Background: an optimization exercise with open tools, aiming at small area, a short achievable clock period and few clock cycles per item. Do not read the settings as production practice.
The RTL was checked by simulation tests, not by an equivalence proof against the original design.

Setup of v54:
## log2_top
module log2_top #(
  parameter int taylor_terms = 9
) (
  input  logic             clk,
  input  logic             arst_n,
  input  log2_pkg::float_t x,
  input  logic             start,
  output log2_pkg::float_t result,
  output logic             busy,
  output logic             done
);
  log2_seq #(
    .taylor_terms (taylor_terms)
  ) u_seq (
    .clk    (clk),
    .arst_n (arst_n),
    .x      (x),
    .start  (start),
    .result (result),
    .busy   (busy),
    .done   (done)
  );
endmodule
Settings: LEC_CHECK=0, ABC_AREA=1, CAP_MARGIN=20, CORE_MARGIN=2, CORE_UTILIZATION=40, SETUP_SLACK_MARGIN=5, SLEW_MARGIN=20; clock period 18.5 ns.
run.sh (not shown) runs the stock make flow with config.mk's settings and CLKGATE_MAP_FILE= SYNTH_SCRIPT=/design/flow/synth_recipe.tcl, a recipe that flattens the netlist after the stock synthesis.
Testbench counts of v54, summed over its fixed seeds: cycles 29,800, items 2,560.
The inputs of v52 differ from those of v54 as listed below.
Settings: CORE_UTILIZATION changed from 40 to 60.
==> run notes <==
Between v54 and v52, the logic depth of the worst setup path including buffers is lower for v52. | final worst setup slack | v52 vs v54 | worse |. [compare] base=v54 new=v52: number of violations reported at the end of detailed-routing iteration 0 shows an increase of about 34%; initial antenna violation count shows an increase of 3; placeable core area shows a reduction of 27000 um^2; buffer share of cell area shows a reduction of 0.71 points.
## Diff of input files: v55 against v52
Settings: CORE_UTILIZATION now 40, was 60.
==> flow/flow/run.sh (new file) <==
#!/bin/bash
# Standard layout (the standard.sh, all ORFS steps) with one change:
# synthesis maps adders to plain gates instead of extracting full and half
# adder cells (ADDER_MAP_FILE empty), so ABC sees whole arithmetic paths.
set -euo pipefail
bash standard.sh ADDER_MAP_FILE= finish > standard.log 2>&1
==> flow/standard.sh (new file) <==
#!/bin/bash
# synth_recipe.tcl (not shown) runs the flow's synth.tcl, then flattens the netlist and writes it again
# the make line also repeats each setting of config.mk as NAME=value (left out here)
make -C /OpenROAD-flow-scripts/flow DESIGN_CONFIG=/design/flow/config.mk WORK_HOME=/design/flow/orfs CLKGATE_MAP_FILE= SYNTH_SCRIPT=/design/flow/synth_recipe.tcl "${@:-finish}"
removed: flow/run.sh
Notes after the runs:
- Per the comparison of v55 with v52, non-clock buffer count now smaller; routed wire length rose by about 14%; total die area climbed about 75%.
- Going from v52 to v55, the synthesized cell count was found to have gone up by 44%.
- Changes observed in v55 relative to v52: cell depth of the worst setup path barely changed, count of filler cells inserted in the layout rose 5692, wire length of the first global-routing pass higher.

========
log2_top, a different RTL version from the one above (not shown whole).
Size: ~81 flip-flops, about 69 I/O pins, about 35000 um2 of cells after synthesis.
==> flow/design.v (excerpt) <==
module log2_top #(
  parameter int taylor_terms = 9
) (
  input  logic             clk,
  input  logic             arst_n,
  input  log2_pkg::float_t x,
  input  logic             start,
  output log2_pkg::float_t result,
  output logic             busy,
  output logic             done
);
export LEC_CHECK = 0
export ABC_AREA = 1
export CAP_MARGIN = 20
export CORE_MARGIN = 2
export CORE_UTILIZATION = 40
export SETUP_SLACK_MARGIN = 5
export SLEW_MARGIN = 20
export TNS_END_PERCENT = 5
create_clock -name core_clock -period 18.5 [get_ports {clk}]
standard.sh (not shown) runs the stock make flow with config.mk's settings and CLKGATE_MAP_FILE= SYNTH_SCRIPT=/design/flow/synth_recipe.tcl, a recipe that flattens the netlist after the stock synthesis.
==> flow/flow/run.sh <==
#!/bin/bash
# The standard layout (standard.sh, all ORFS steps) with two changes:
# - synthesis keeps the multiplier tree (module fp_mul) apart until the end
#   and extracts full/half adder cells only there, so that ABC maps all the
#   logic after the tree (carry-propagate adder, rounding, alignment, add,
#   normalisation) as one network and sees its whole depth; the standard flow's
#   synthesis script is otherwise unchanged (synth -nofsm -noshare, flatten,
#   rename), so the registers are the standard synthesis's;
# - a larger setup margin for ORFS's timing repair.
# Each tool's output goes to standard.log here and to ORFS's own logs.
set -euo pipefail
here=$(pwd)
sed 's/^  extract_fa {\*}\[dont_use_extract_fa_args\]$/  extract_fa {*}[dont_use_extract_fa_args] fp_mul/' \
  "$FLOW_HOME/scripts/synth.tcl" > "$here/synth_fa.tcl"
grep -q 'extract_fa {\*}\[dont_use_extract_fa_args\] fp_mul' "$here/synth_fa.tcl"
sed "s#source \$::env(SCRIPTS_DIR)/synth.tcl#source $here/synth_fa.tcl#" synth_recipe.tcl > "$here/synth_recipe_fa.tcl"
grep -q "source $here/synth_fa.tcl" "$here/synth_recipe_fa.tcl"
bash standard.sh SYNTH_SCRIPT="$here/synth_recipe_fa.tcl" SYNTH_KEEP_MODULES=fp_mul \
  SETUP_SLACK_MARGIN=6 finish > standard.log 2>&1
Testbench counts at the start, summed over its fixed seeds: cycles 29,876, items 2,560.
Next try:
--- a/flow/flow/run.sh
+++ b/flow/flow/run.sh
@@ -17,3 +17,3 @@
 grep -q "source $here/synth_fa.tcl" "$here/synth_recipe_fa.tcl"
 bash standard.sh SYNTH_SCRIPT="$here/synth_recipe_fa.tcl" SYNTH_KEEP_MODULES=fp_mul \
-  SETUP_SLACK_MARGIN=6 finish > standard.log 2>&1
+  SETUP_SLACK_MARGIN=8 finish > standard.log 2>&1
Result: Setup slack improved by 1.5 ns; synthesized cell count stays the same; die area is unchanged; non-clock buffer count grows by 164; wire length grows by 7.8%; global-route usage grows by 1.6 points; register-to-register slack improved by 1.5 ns; synthesized area is unchanged.
Next try:
--- a/flow/flow/run.sh
+++ b/flow/flow/run.sh
@@ -17,3 +17,3 @@
 grep -q "source $here/synth_fa.tcl" "$here/synth_recipe_fa.tcl"
 bash standard.sh SYNTH_SCRIPT="$here/synth_recipe_fa.tcl" SYNTH_KEEP_MODULES=fp_mul \
-  SETUP_SLACK_MARGIN=8 finish > standard.log 2>&1
+  SETUP_SLACK_MARGIN=7 finish > standard.log 2>&1
Outcome: The new run passed the timing, DRC and antenna checks. Worst setup slack loses 0.46 ns. Maximum frequency drops by about 4%. Cell area came out lower by about 7%. Register-to-register slack gets worse by 0.46 ns. Wire length decreases by about 5%. Global-route usage decreases by 1.1 points. Final cell count is lower by 1.8%. Clock skew stays flat. Non-clock buffer count falls by 125. Hold slack is about the same.
Next try:
CAP_MARGIN = 10   (was 20)
SLEW_MARGIN = 10   (was 20)
After rerunning: The new run went through all stages and came out clean. Worst hold slack loses 0.0036 ns. Critical path depth is higher by 1. Worst setup slack loses 0.081 ns. Die area is unchanged. Wire length barely changes. Global-route usage does not change. Cell count is about the same.

## re-timing with driven ports
Ports are ideal in the flow. The routed layouts listed here were re-timed in OpenROAD. Step 1, drivers: a clkbuf_16 drives clk and a buf_2 each remaining input, both assumed. Step 2 moves the port delays by t, midway between the first and last clock arrival at a register: inputs arrive t later, outputs are due t later. That takes back most of the time a late clock gives input paths. a / b / c = ideal / step 1 / step 2; a / b = the first two.
run | t, ns | slack for setup (ns) | worst hold slack (ns) | worst setup path after step 2 | slew at the worst register clock pin (ns)
v54 | 0.416 | 5.344 / 5.344 / 5.344 | 0.558 / 0.558 / 0.558 | register to register | 0.08 / 0.08
v52 | 0.429 | 5.017 / 5.017 / 5.017 | 0.539 / 0.539 / 0.539 | register to register | 0.09 / 0.09
v55 | 0.418 | 6.037 / 6.037 / 6.037 | 0.547 / 0.547 / 0.547 | register to register | 0.08 / 0.08
the first run of note 2 | 0.431 | 6.499 / 6.499 / 6.499 | 0.607 / 0.607 / 0.607 | register to register | 0.08 / 0.08
the second run of note 2 | 0.423 | 7.958 / 7.958 / 7.958 | 0.605 / 0.605 / 0.605 | register to register | 0.08 / 0.08
the third run of note 2 | 0.425 | 7.494 / 7.494 / 7.494 | 0.607 / 0.607 / 0.607 | register to register | 0.08 / 0.08
the fourth run of note 2 | 0.423 | 7.413 / 7.413 / 7.413 | 0.603 / 0.603 / 0.603 | register to register | 0.07 / 0.07
After both steps setup and hold are still met in every run listed.
